What follows belongs to an exercise in optimizing a design on an open flow for small area; a production flow would make more cautious choices.
In this exercise RTL edits were held to simulation tests only and were not proved equivalent to the original.
The clock input has no modelled driver; a real chip could not lean on it and would need a root buffer or a full tree.

==> flow/design.v <==
module lcm_reg_bank #(
   parameter int                  NUM_REGS   = 16,
   parameter int                  DATA_W     = 64,
   parameter int                  ADDR_W     = 8,
   parameter logic [NUM_REGS-1:0] PULSE_MASK = 16'h00A4,
   parameter int                  PULSE_LEN  = 1,
   parameter logic [7:0]          LMID       = 8'd31
) (
   input  logic                         clk,
   input  logic                         rst_n,
   input  logic                         wr_valid,
   output logic                         wr_ready,
   input  logic [ADDR_W-1:0]            wr_addr,
   input  logic [DATA_W-1:0]            wr_data,
   input  logic [DATA_W/8-1:0]          wr_be,
   output logic                         wr_err,
   input  logic                         rd_valid,
   input  logic [ADDR_W-1:0]            rd_addr,
   output logic                         rd_data_valid,
   output logic [DATA_W-1:0]            rd_data,
   output logic                         rd_err,
   output logic [NUM_REGS*DATA_W-1:0]   reg_flat,
   output logic [NUM_REGS-1:0]          reg_upd
);
   localparam int BE_W = DATA_W / 8;
   localparam logic [DATA_W-1:0] ID_VAL = DATA_W'({8'(NUM_REGS), LMID});
   logic [DATA_W-1:0]   regs_q [NUM_REGS];
   logic                wr_ready_q, wr_err_q;
   logic [NUM_REGS-1:0] reg_upd_q, wsel;
   logic                rd_data_valid_q, rd_err_q;
   logic [DATA_W-1:0]   rd_data_q, rd_data_d;
   logic                wr_acc, wr_lo, rd_lo;
   logic [NUM_REGS-1:0] rsel;
   logic [DATA_W-1:0]   wr_mask;
   always_comb begin
      wr_acc = wr_valid && wr_ready_q;
      wr_lo  = (wr_addr[ADDR_W-1:4] == '0);
      rd_lo  = (rd_addr[ADDR_W-1:4] == '0);
      for (int b = 0; b < BE_W; b++)
         wr_mask[8*b +: 8] = {8{wr_be[b]}};
      for (int i = 0; i < NUM_REGS; i++) begin
         wsel[i] = (i != 0) && wr_acc && wr_lo && (wr_addr[3:0] == 4'(i));
         rsel[i] = rd_valid && rd_lo && (rd_addr[3:0] == 4'(i));
      end
      rd_data_d = {DATA_W{!rd_valid}} & rd_data_q;
      rd_data_d = rd_data_d | ({DATA_W{rsel[0]}} & ID_VAL);
      for (int i = 1; i < NUM_REGS; i++)
         rd_data_d = rd_data_d | ({DATA_W{rsel[i]}} & regs_q[i]);
   end
   always_ff @(posedge clk or negedge rst_n) begin
      if (!rst_n) begin
         wr_ready_q      <= 1'b0;
         wr_err_q        <= 1'b0;
         reg_upd_q       <= '0;
         rd_data_valid_q <= 1'b0;
         rd_data_q       <= '0;
         rd_err_q        <= 1'b0;
      end else begin
         wr_ready_q      <= 1'b1;
         wr_err_q        <= wr_acc && !(|wsel);
         reg_upd_q       <= wsel;
         rd_data_valid_q <= rd_valid;
         rd_data_q       <= rd_data_d;
         rd_err_q        <= rd_valid && !rd_lo;
      end
   end
   assign regs_q[0] = '0;
   for (genvar g = 1; g < NUM_REGS; g++) begin : g_reg
      logic [DATA_W-1:0] q, d;
      if (PULSE_MASK[g]) begin : g_pulse
         assign d = {DATA_W{wsel[g]}} & ((wr_data & wr_mask) | (q & ~wr_mask));
      end else begin : g_plain
         assign d = ({DATA_W{wsel[g]}} & wr_mask & wr_data) | (~({DATA_W{wsel[g]}} & wr_mask) & q);
      end
      always_ff @(posedge clk or negedge rst_n) begin
         if (!rst_n) q <= '0;
         else        q <= d;
      end
      assign regs_q[g] = q;
   end
   for (genvar g = 0; g < NUM_REGS; g++) begin : g_flat
      assign reg_flat[g*DATA_W +: DATA_W] = regs_q[g];
   end
   assign wr_ready      = wr_ready_q;
   assign wr_err        = wr_err_q;
   assign reg_upd       = reg_upd_q;
   assign rd_data_valid = rd_data_valid_q;
   assign rd_data       = rd_data_q;
   assign rd_err        = rd_err_q;
endmodule
Settings: LEC_CHECK=0, CAP_MARGIN=20, CORE_AREA=5 5 265 265, DIE_AREA=0 0 270 270, SLEW_MARGIN=20; clock period 5.0 ns.
standard.sh (not shown) runs the stock make flow with config.mk's settings and CLKGATE_MAP_FILE= SYNTH_SCRIPT=/design/flow/synth_recipe.tcl, a recipe that flattens the netlist after the stock synthesis.
==> flow/flow/run.sh <==
#!/bin/bash
# Own layout flow:
#  1. the standard synthesis (standard.sh synth), unchanged;
#  2. remap.py replaces its combinational logic by a hand-mapped netlist of the
#     same function; every flip-flop instance is kept as synthesis made it;
#  3. the standard ORFS layout, with buf_1 port buffers, pins one track apart
#     (so that a smaller die holds them) and, in the CTS step, a hand-built
#     clock tree (clktree.tcl, via pre_cts.tcl) instead of TritonCTS.
set -euo pipefail
W=$PWD
R=orfs/results/${FLOW_PLATFORM}/lcm_reg_bank/base
bash standard.sh synth > flow_synth.log 2>&1
cp $R/1_2_yosys.v $R/1_2_yosys_std.v
python3 flow/remap.py $R/1_2_yosys_std.v $R/1_2_yosys_remap.v > flow_remap.log 2>&1
cp $R/1_2_yosys_remap.v $R/1_2_yosys.v
rm -f $R/1_synth.odb $R/1_synth.sdc
export CT_LEAF_MAX=18 CT_FAN_MAX=4
export CT_LEAF_CELL=sky130_fd_sc_hd__clkbuf_8 CT_MID_CELL=sky130_fd_sc_hd__clkbuf_8 CT_ROOT_CELL=sky130_fd_sc_hd__clkbuf_8
bash standard.sh "BUFFER_PORTS_ARGS=-buffer_cell sky130_fd_sc_hd__buf_1" \
  "PLACE_PINS_ARGS=-min_distance 1 -min_distance_in_tracks" \
  "PRE_CTS_TCL=$W/flow/pre_cts.tcl" \
  finish > flow_finish.log 2>&1
==> flow/flow/clktree.tcl <==
# Build the clock tree by hand: recursive bisection of the flip-flops into
# clusters, one clock buffer per cluster at its centre, then the same for the
# buffers of each level until one root buffer remains, driven by the clock
# port. Sourced in place of clock_tree_synthesis on a placed design.
proc ct_env {name default} {
  if {[info exists ::env($name)] && $::env($name) ne ""} { return $::env($name) }
  return $default
}
set ct_leaf_max [ct_env CT_LEAF_MAX 24]
set ct_fan_max  [ct_env CT_FAN_MAX 8]
set ct_leaf_cell [ct_env CT_LEAF_CELL sky130_fd_sc_hd__clkbuf_4]
set ct_mid_cell  [ct_env CT_MID_CELL sky130_fd_sc_hd__clkbuf_8]
set ct_root_cell [ct_env CT_ROOT_CELL sky130_fd_sc_hd__clkbuf_16]

proc ct_split {items nmax} {
  set n [llength $items]
  if {$n <= $nmax} { return [list $items] }
  set k [expr {($n + $nmax - 1) / $nmax}]
  set xs {}; set ys {}
  foreach it $items { lappend xs [lindex $it 0]; lappend ys [lindex $it 1] }
  set xs [lsort -integer $xs]; set ys [lsort -integer $ys]
  set dx [expr {[lindex $xs end] - [lindex $xs 0]}]
  set dy [expr {[lindex $ys end] - [lindex $ys 0]}]
  set ix [expr {$dx >= $dy ? 0 : 1}]
  set s [lsort -integer -index $ix $items]
  # k groups in all: k/2 of them on the low side
  set kl [expr {$k / 2}]
  set h [expr {($n * $kl + $k / 2) / $k}]
  return [concat [ct_split [lrange $s 0 [expr {$h - 1}]] $nmax] [ct_split [lrange $s $h end] $nmax]]
}

set block [ord::get_db_block]
set db [ord::get_db]
set clknet [$block findNet clk]
set core [$block getCoreArea]
set site_w 460
set row_h 2720

proc ct_place {inst x y} {
  global core
  set m [$inst getMaster]
  set w [$m getWidth]; set h [$m getHeight]
  set x [expr {max([$core xMin], min([$core xMax] - $w, $x - $w / 2))}]
  set y [expr {max([$core yMin], min([$core yMax] - $h, $y - $h / 2))}]
  $inst setLocation $x $y
  $inst setPlacementStatus PLACED
}

# sinks: every input pin on the clock net
set items {}
foreach it [$clknet getITerms] {
  if {[[$it getMTerm] getIoType] ne "INPUT"} continue
  set bb [[$it getInst] getBBox]
  lappend items [list [expr {([$bb xMin] + [$bb xMax]) / 2}] [expr {([$bb yMin] + [$bb yMax]) / 2}] $it]
}
puts "clktree: [llength $items] sinks"

set level 0
set nmax $ct_leaf_max
set cell $ct_leaf_cell
while {1} {
  set groups [ct_split $items $nmax]
  if {[llength $groups] == 1 && $level > 0 && [llength $items] <= 4} { break }
  set next {}
  set gi 0
  foreach grp $groups {
    set sx 0; set sy 0
    foreach it $grp { set sx [expr {$sx + [lindex $it 0]}]; set sy [expr {$sy + [lindex $it 1]}] }
    set cx [expr {$sx / [llength $grp]}]; set cy [expr {$sy / [llength $grp]}]
    set c $cell
    if {[llength $groups] == 1} { set c $ct_root_cell }
    set inst [odb::dbInst_create $block [$db findMaster $c] "clktree_${level}_$gi"]
    set net [odb::dbNet_create $block "clktree_net_${level}_$gi"]
    $net setSigType CLOCK
    foreach it $grp {
      set iterm [lindex $it 2]
      $iterm disconnect
      $iterm connect $net
    }
    [$inst findITerm X] connect $net
    ct_place $inst $cx $cy
    lappend next [list $cx $cy [$inst findITerm A]]
    incr gi
  }
  puts "clktree: level $level, [llength $groups] buffers of $c"
  set items $next
  incr level
  set nmax $ct_fan_max
  set cell $ct_mid_cell
  if {[llength $groups] == 1} { break }
}
foreach it $items { [lindex $it 2] connect $clknet }
==> flow/flow/pre_cts.tcl <==
# Replace clock_tree_synthesis by the hand-built clock tree of clktree.tcl.
set ::ct_script [file join [file dirname [file normalize [info script]]] clktree.tcl]
rename clock_tree_synthesis ct_unused_clock_tree_synthesis
proc clock_tree_synthesis {args} {
  uplevel #0 [list source $::ct_script]
  set_propagated_clock [all_clocks]
}
Other scripts of this flow, unchanged in this note and not shown: flow/flow/remap.py
The baseline completed without violations.
Change:
==> flow/flow/pre_cts.tcl (replaced) <==
# Replace clock_tree_synthesis by the hand-built clock tree of clktree.tcl.
set ct_script [file join [file dirname [file normalize [info script]]] clktree.tcl]
rename clock_tree_synthesis ct_unused_clock_tree_synthesis
proc clock_tree_synthesis {args} {
  uplevel #0 [list source $::ct_script]
  set_propagated_clock [all_clocks]
}
Now the flow died in 4_1_cts.
Area after synthesis stays the same.
Synthesized cell count does not change.
Change:
--- a/flow/flow/clktree.tcl
+++ b/flow/flow/clktree.tcl
@@ -92 +92,32 @@
 foreach it $items { [lindex $it 2] connect $clknet }
+
+# Optional leaf sizing: with the tree legalised and placement parasitics,
+# give each leaf buffer the smallest cell of CT_LEAF_CELLS that keeps its
+# flip-flop clock pins under CT_SLEW_MAX (the largest cell if none does).
+set ct_slew_max [ct_env CT_SLEW_MAX 0]
+if {$ct_slew_max > 0} {
+  detailed_placement
+  set_propagated_clock [all_clocks]
+  estimate_parasitics -placement
+  proc ct_pins_slew {pins} {
+    set w 0
+    foreach p $pins {
+      foreach k {slew_max_rise slew_max_fall} {
+        set s [get_property $p $k]
+        if {$s > $w} { set w $s }
+      }
+    }
+    return $w
+  }
+  set ct_cells [ct_env CT_LEAF_CELLS "sky130_fd_sc_hd__clkbuf_2 sky130_fd_sc_hd__clkbuf_4 sky130_fd_sc_hd__clkbuf_8 sky130_fd_sc_hd__clkbuf_16"]
+  array set ct_count {}
+  foreach inst [get_cells clktree_0_*] {
+    set pins [get_pins -of_objects [get_nets -of_objects [get_pins -of_objects $inst -filter "direction==output"]] -filter "direction==input"]
+    foreach c $ct_cells {
+      replace_cell $inst $c
+      if {[ct_pins_slew $pins] <= $ct_slew_max} break
+    }
+    incr ct_count($c)
+  }
+  puts "clktree: leaf cells [array get ct_count], worst clock pin slew [ct_pins_slew [get_pins */CLK]]"
+}
==> flow/flow/pre_cts.tcl (replaced) <==
# Replace clock_tree_synthesis by the hand-built clock tree of clktree.tcl.
set ::ct_script [file join [file dirname [file normalize [info script]]] clktree.tcl]
rename clock_tree_synthesis ct_unused_clock_tree_synthesis
proc clock_tree_synthesis {args} {
  uplevel #0 [list source $::ct_script]
  set_propagated_clock [all_clocks]
}
Settings changed: CORE_AREA 5 5 265 265 to 5 5 250 250, DIE_AREA 0 0 270 270 to 0 0 255 255.
Result:
- The new run completed without violations
- synthesized area is unchanged
- synthesized cell count does not change
In the first and third runs of this note the design's own scripts or RTL, not TritonCTS, make the clock network.

## re-timing with driven ports
How much do the figures lean on ideal ports? The routed layouts below were timed once more, with nothing changed but the port constraints. Step 1 (the two cells are an assumption about what drives the block):
set clk [get_ports {clk}]
set_driving_cell -lib_cell sky130_fd_sc_hd__clkbuf_16 $clk
set_driving_cell -lib_cell sky130_fd_sc_hd__buf_2 [delete_from_list [all_inputs] $clk]
Step 2 adds t to the input delays and takes it off the output delays; t is the mean of the earliest and latest rising clock arrival at the registers after step 1. Input paths then give back, and output paths get back, about the clock's delay inside the block. Three values: no drivers, after step 1, after step 2; two values: the first two.
run	t, ns	setup slack, ns	worst setup path at the end	cell pins on the clock port's net
the first run	0.658	1.283 / 1.391 / 0.733	input to register	4
the third run	0.657	0.926 / 1.037 / 0.380	input to register	4
After both steps setup and hold are still met in every run listed. The setup slack of the first run, which loses most, moves by +0.108 ns with the drivers and by -0.550 ns with both steps.
